Source: an optimization exercise on an open RTL-to-GDS flow (aim: small area, a short achievable clock period and few clock cycles per item). Production flows keep margins and buffers that such runs may drop.
The RTL was checked by simulation tests, not by an equivalence proof against the original design.

==> inputs of v26 <==
==> flow/design.v (excerpt) <==
module matrix_op_engine #(
  parameter int DW      = 32,
  parameter int AW      = 8,
  parameter int MAX_DIM = 5,
  parameter int A_BASE  = 0,
  parameter int B_BASE  = 32,
  parameter int C_BASE  = 64
) (
  input  logic                clk,
  input  logic                rst_n,
  input  logic                start,
  input  logic [2:0]          op,
  input  logic [DW-1:0]       scalar,
  output logic                busy,
  output logic                done,
  output logic                err,
  output logic [31:0]         cycle_cnt,
  output logic                mem_we,
  output logic [AW-1:0]       mem_addr,
  output logic [DW-1:0]       mem_wdata,
  input  logic [DW-1:0]       mem_rdata
);
  localparam logic [2:0] OP_TRANS  = 3'd0;
  localparam logic [2:0] OP_ADD    = 3'd1;
  localparam logic [2:0] OP_SCALAR = 3'd2;
  localparam logic [2:0] OP_MULT   = 3'd3;
  localparam logic [2:0] OP_CONV   = 3'd4;
  localparam int CW = 9;    
  logic          busy_q, done_q, err_q, fin_q;
  logic [2:0]    op_q;
  ...
Settings: LEC_CHECK=0, CAP_MARGIN=20, CORE_MARGIN=2, CORE_UTILIZATION=40, SETUP_SLACK_MARGIN=5, SLEW_MARGIN=20; clock period 10.0 ns.
run.sh (not shown) runs the stock make flow with config.mk's settings and CLKGATE_MAP_FILE= SYNTH_SCRIPT=/design/flow/synth_recipe.tcl, a recipe that flattens the netlist after the stock synthesis.
==> inputs of v39, as changes to v26 <==
--- a/flow/design.v
+++ b/flow/design.v
@@ -32,15 +32,15 @@
   logic [CW-1:0] run_q, cnt_q;
   logic          mem_we_q;
   logic [AW-1:0] mem_addr_q;
   logic [1:0]    hreq_q;           
   logic          hdr_v_q;          
   logic [1:0]    hdr_k_q;          
   logic [2:0]    am_q, an_q, bm_q, bn_q;
-  logic          amok_q, anok_q, bmok_q, bnok_q;
+  logic          amok_q, aok_q, pok_q, legal_q;   
   logic          known_q;          
   logic [4:0]    e_q;              
   logic [2:0]    i_q, j_q, u_q, v_q;   
   logic          h_q;              
   logic          adv_q;            
   logic          rdone_q;          
   logic          rlast_q;          
@@ -71,21 +71,15 @@
     imax = c_rows - 3'd1;
     jmax = c_cols - 3'd1;
     vmax = is_mu_q ? an_q - 3'd1 : bn_q - 3'd1;
     umax = is_cv_q ? bm_q - 3'd1 : 3'd0;
     four_hdr = !(is_tr_q || is_sc_q);
     lin      = is_tr_q || is_add_q || is_sc_q;
     mconv    = is_mu_q || is_cv_q;
-    case (op_q)
-      OP_TRANS, OP_SCALAR: legal = amok_q && anok_q;
-      OP_ADD:  legal = amok_q && anok_q && bmok_q && bnok_q && am_q == bm_q && an_q == bn_q;
-      OP_MULT: legal = amok_q && anok_q && bmok_q && bnok_q && an_q == bm_q;
-      OP_CONV: legal = amok_q && anok_q && bmok_q && bnok_q && bm_q <= am_q && bn_q <= an_q;
-      default: legal = 1'b0;
-    endcase
+    legal = legal_q;
   end
   logic [2:0] ar, ac, rr, rc, rn;
   logic [5:0] rprod;
   logic [AW-1:0] raddr;
   always_comb begin
     ar = i_q + (is_cv_q ? u_q : 3'd0);
     ac = (is_cv_q ? j_q : 3'd0) + v_q;
@@ -1526,15 +1520,14 @@
       adv_q   <= 1'b0;
       rdone_q <= 1'b0;
       widx_q  <= '0;
       waddr_q <= AW'(C_BASE + 2);
       wi_q    <= '0;
       wj_q    <= '0;
       p_q     <= scalar;
-      q_q     <= 32'd1;
     end else begin
       if (issue) begin
         r_chk_q  <= !known2_q && e_q == 5'd1;
         r_clr_q  <= is_sc_q || (is_add_q ? !h_q : (u_q == 3'd0 && v_q == 3'd0));
         r_ph1_q  <= !is_add_q;
         r_last_q <= is_add_q ? h_q : (!mconv || el_last);
         if (is_add_q) h_q <= !h_q;
@@ -1570,44 +1563,62 @@
         end else begin
           waddr_q <= waddr_q + AW'(1);
         end
       end
     end
     if (hdr_v_q) begin
       case (hdr_k_q)
-        2'd0: begin am_q <= mem_rdata[2:0]; amok_q <= dim_ok(mem_rdata); end
-        2'd1: begin an_q <= mem_rdata[2:0]; anok_q <= dim_ok(mem_rdata); end
-        2'd2: begin bm_q <= mem_rdata[2:0]; bmok_q <= dim_ok(mem_rdata); end
-        default: begin bn_q <= mem_rdata[2:0]; bnok_q <= dim_ok(mem_rdata); end
+        2'd0: begin
+          am_q   <= mem_rdata[2:0];
+          amok_q <= dim_ok(mem_rdata);
+        end
+        2'd1: begin
+          an_q    <= mem_rdata[2:0];
+          aok_q   <= amok_q && dim_ok(mem_rdata);
+          legal_q <= amok_q && dim_ok(mem_rdata) && (is_tr_q || is_sc_q);
+        end
+        2'd2: begin
+          bm_q  <= mem_rdata[2:0];
+          pok_q <= aok_q && dim_ok(mem_rdata) &&
+                   ((is_add_q && mem_rdata[2:0] == am_q) || (is_mu_q && mem_rdata[2:0] == an_q) ||
+                    (is_cv_q && mem_rdata[2:0] <= am_q));
+        end
+        default: begin
+          bn_q    <= mem_rdata[2:0];
+          legal_q <= pok_q && dim_ok(mem_rdata) &&
+                     ((is_add_q && mem_rdata[2:0] == an_q) || is_mu_q ||
+                      (is_cv_q && mem_rdata[2:0] <= an_q));
+        end
       endcase
     end
     n_el_q    <= n_el;
     known2_q  <= known_q && busy_q;
     t_chk_q   <= r_chk_q;
     t_clr_q   <= r_clr_q;
     t_ph1_q   <= r_ph1_q;
     t_last_q  <= r_last_q;
     if (adv_now) t_last_q <= el_last;
     m0_clr_q  <= t_clr_q;
     m0_ph1_q  <= t_ph1_q;
     m0_last_q <= t_last_q;
     m1_last_q <= m0_last_q;
-    m0c_q <= t_mac_q && t_clr_q;
+    m0c_q <= t_mac_v && t_clr_q;
     if (t_ldp_q) p_q <= mem_rdata;
     if (t_ldq_q && !t_void) q_q <= mem_rdata;
     else if (m0_q && m0_ph1_q) q_q <= {16'd0, q_q[31:16]};
+    else q_q <= {31'd0, is_add_q};
     if (t_ldx_q && !t_void) x_q <= mem_rdata;
     else if (t_ldq_q && !t_void) x_q <= p_q;
     else if (m0_q && m0_ph1_q) x_q <= {x_q[15:0], 16'd0};
-    if (m0_q || m1_q) begin
-      s_q <= ns;
-      c_q <= nc;
-    end
-    if (tok) w_q <= cpa_q ? s_q + c_q : mem_rdata;
-    else if (hw_go) w_q <= hw0_q ? 32'(c_cols) : 32'(c_rows);
+    else x_q <= 32'd0;
+    s_q <= ns;
+    c_q <= nc;
+    if (cpa_q) w_q <= s_q + c_q;
+    else if (t_ldw_q && !t_void) w_q <= mem_rdata;
+    else w_q <= hw0_q ? 32'(c_cols) : 32'(c_rows);
   end
   assign busy      = busy_q;
   assign done      = done_q;
   assign err       = err_q;
   assign cycle_cnt = 32'(cnt_q);
   assign mem_we    = mem_we_q;
   assign mem_addr  = mem_addr_q;
==> flow/flow/run.sh (new file) <==
#!/bin/bash
# Standard layout (the standard.sh) with the repair aiming further below the clock period.
bash standard.sh SETUP_SLACK_MARGIN=5.5 finish > standard.log 2>&1
==> flow/standard.sh (new file) <==
#!/bin/bash
# synth_recipe.tcl (not shown) runs the flow's synth.tcl, then flattens the netlist and writes it again
# the make line also repeats each setting of config.mk as NAME=value (left out here)
make -C /OpenROAD-flow-scripts/flow DESIGN_CONFIG=/design/flow/config.mk WORK_HOME=/design/flow/orfs CLKGATE_MAP_FILE= SYNTH_SCRIPT=/design/flow/synth_recipe.tcl "${@:-finish}"
removed: flow/run.sh
==> inputs of v12, as changes to v26 <==
==> flow/flow/run.sh (new file) <==
#!/bin/bash
# Standard layout (the standard.sh) with the repair aiming further below the clock period.
bash standard.sh SETUP_SLACK_MARGIN=7 finish > standard.log 2>&1
==> flow/standard.sh (new file) <==
#!/bin/bash
# synth_recipe.tcl (not shown) runs the flow's synth.tcl, then flattens the netlist and writes it again
# the make line also repeats each setting of config.mk as NAME=value (left out here)
make -C /OpenROAD-flow-scripts/flow DESIGN_CONFIG=/design/flow/config.mk WORK_HOME=/design/flow/orfs CLKGATE_MAP_FILE= SYNTH_SCRIPT=/design/flow/synth_recipe.tcl "${@:-finish}"
removed: flow/run.sh
==> comparison table <==
Run status: v26 finished clean; v39 finished clean; v12 finished clean
Cell count along the critical path: v26 19; v39 20; v12 19
Synth Instances: v26 2888; v39 2855; v12 2888
Global-route wire length before repair: v26 134000 um; v39 126000 um; v12 145000 um
Fraction of final layout cells with drive strength greater than 1: v26 0.0549; v39 0.0576; v12 0.295
Post-CTS Resized: v26 1; v39 4; v12 568
Worst R2R End: v26 mem_addr_q[5]; v39 mem_addr_q[6]; v12 mem_addr_q[5]
Start point of the worst hold path: v26 t_last_q; v39 t_ph1_q; v12 t_ph1_q
Global-route usage over all layers: v26 0.237; v39 0.234; v12 0.258
Distinct cell type count of the synthesized netlist: v26 74; v39 80; v12 74
Main synth FF type: v26 sky130_fd_sc_hd__edfxtp_1; v39 sky130_fd_sc_hd__dfxtp_1; v12 sky130_fd_sc_hd__edfxtp_1
Multiplexer area fraction after synthesis: v26 0.0305; v39 0.0226; v12 0.0305
Buffering overhead: v26 0.0453; v39 0.0464; v12 0.121
Testbench counts of v26, summed over its fixed seeds: cycles 18,075, ops 480.
Testbench counts of v39, summed over its fixed seeds: cycles 18,075, ops 480.
Testbench counts of v12, summed over its fixed seeds: cycles 18,075, ops 480.

==> static timing again, ports no longer ideal <==
No port has a modelled driver above. Below, the same layouts with a new extraction and two added sets of constraints.
Step 1 (the two cells are an assumption about what drives the block):
set clk [get_ports {clk}]
set_driving_cell -lib_cell sky130_fd_sc_hd__clkbuf_16 $clk
set_driving_cell -lib_cell sky130_fd_sc_hd__buf_2 [delete_from_list [all_inputs] $clk]
Step 2 moves the port delays by t, midway between the first and last clock arrival at a register: inputs arrive t later, outputs are due t later. That takes back most of the time a late clock gives input paths.
Three values: no drivers, after step 1, after step 2; two values: the first two.
run	t (ns)	setup WS [ns]	worst setup path at the end
v26	0.647	5.305 / 5.305 / 5.305	register to register
v39	0.639	5.634 / 5.634 / 5.307	input to register
v12	0.651	5.737 / 5.737 / 5.737	register to register
After both steps setup and hold are still met in every run listed. For v39, which loses most, drivers alone change the setup slack by 0.000 ns; drivers and shift together by -0.327 ns.
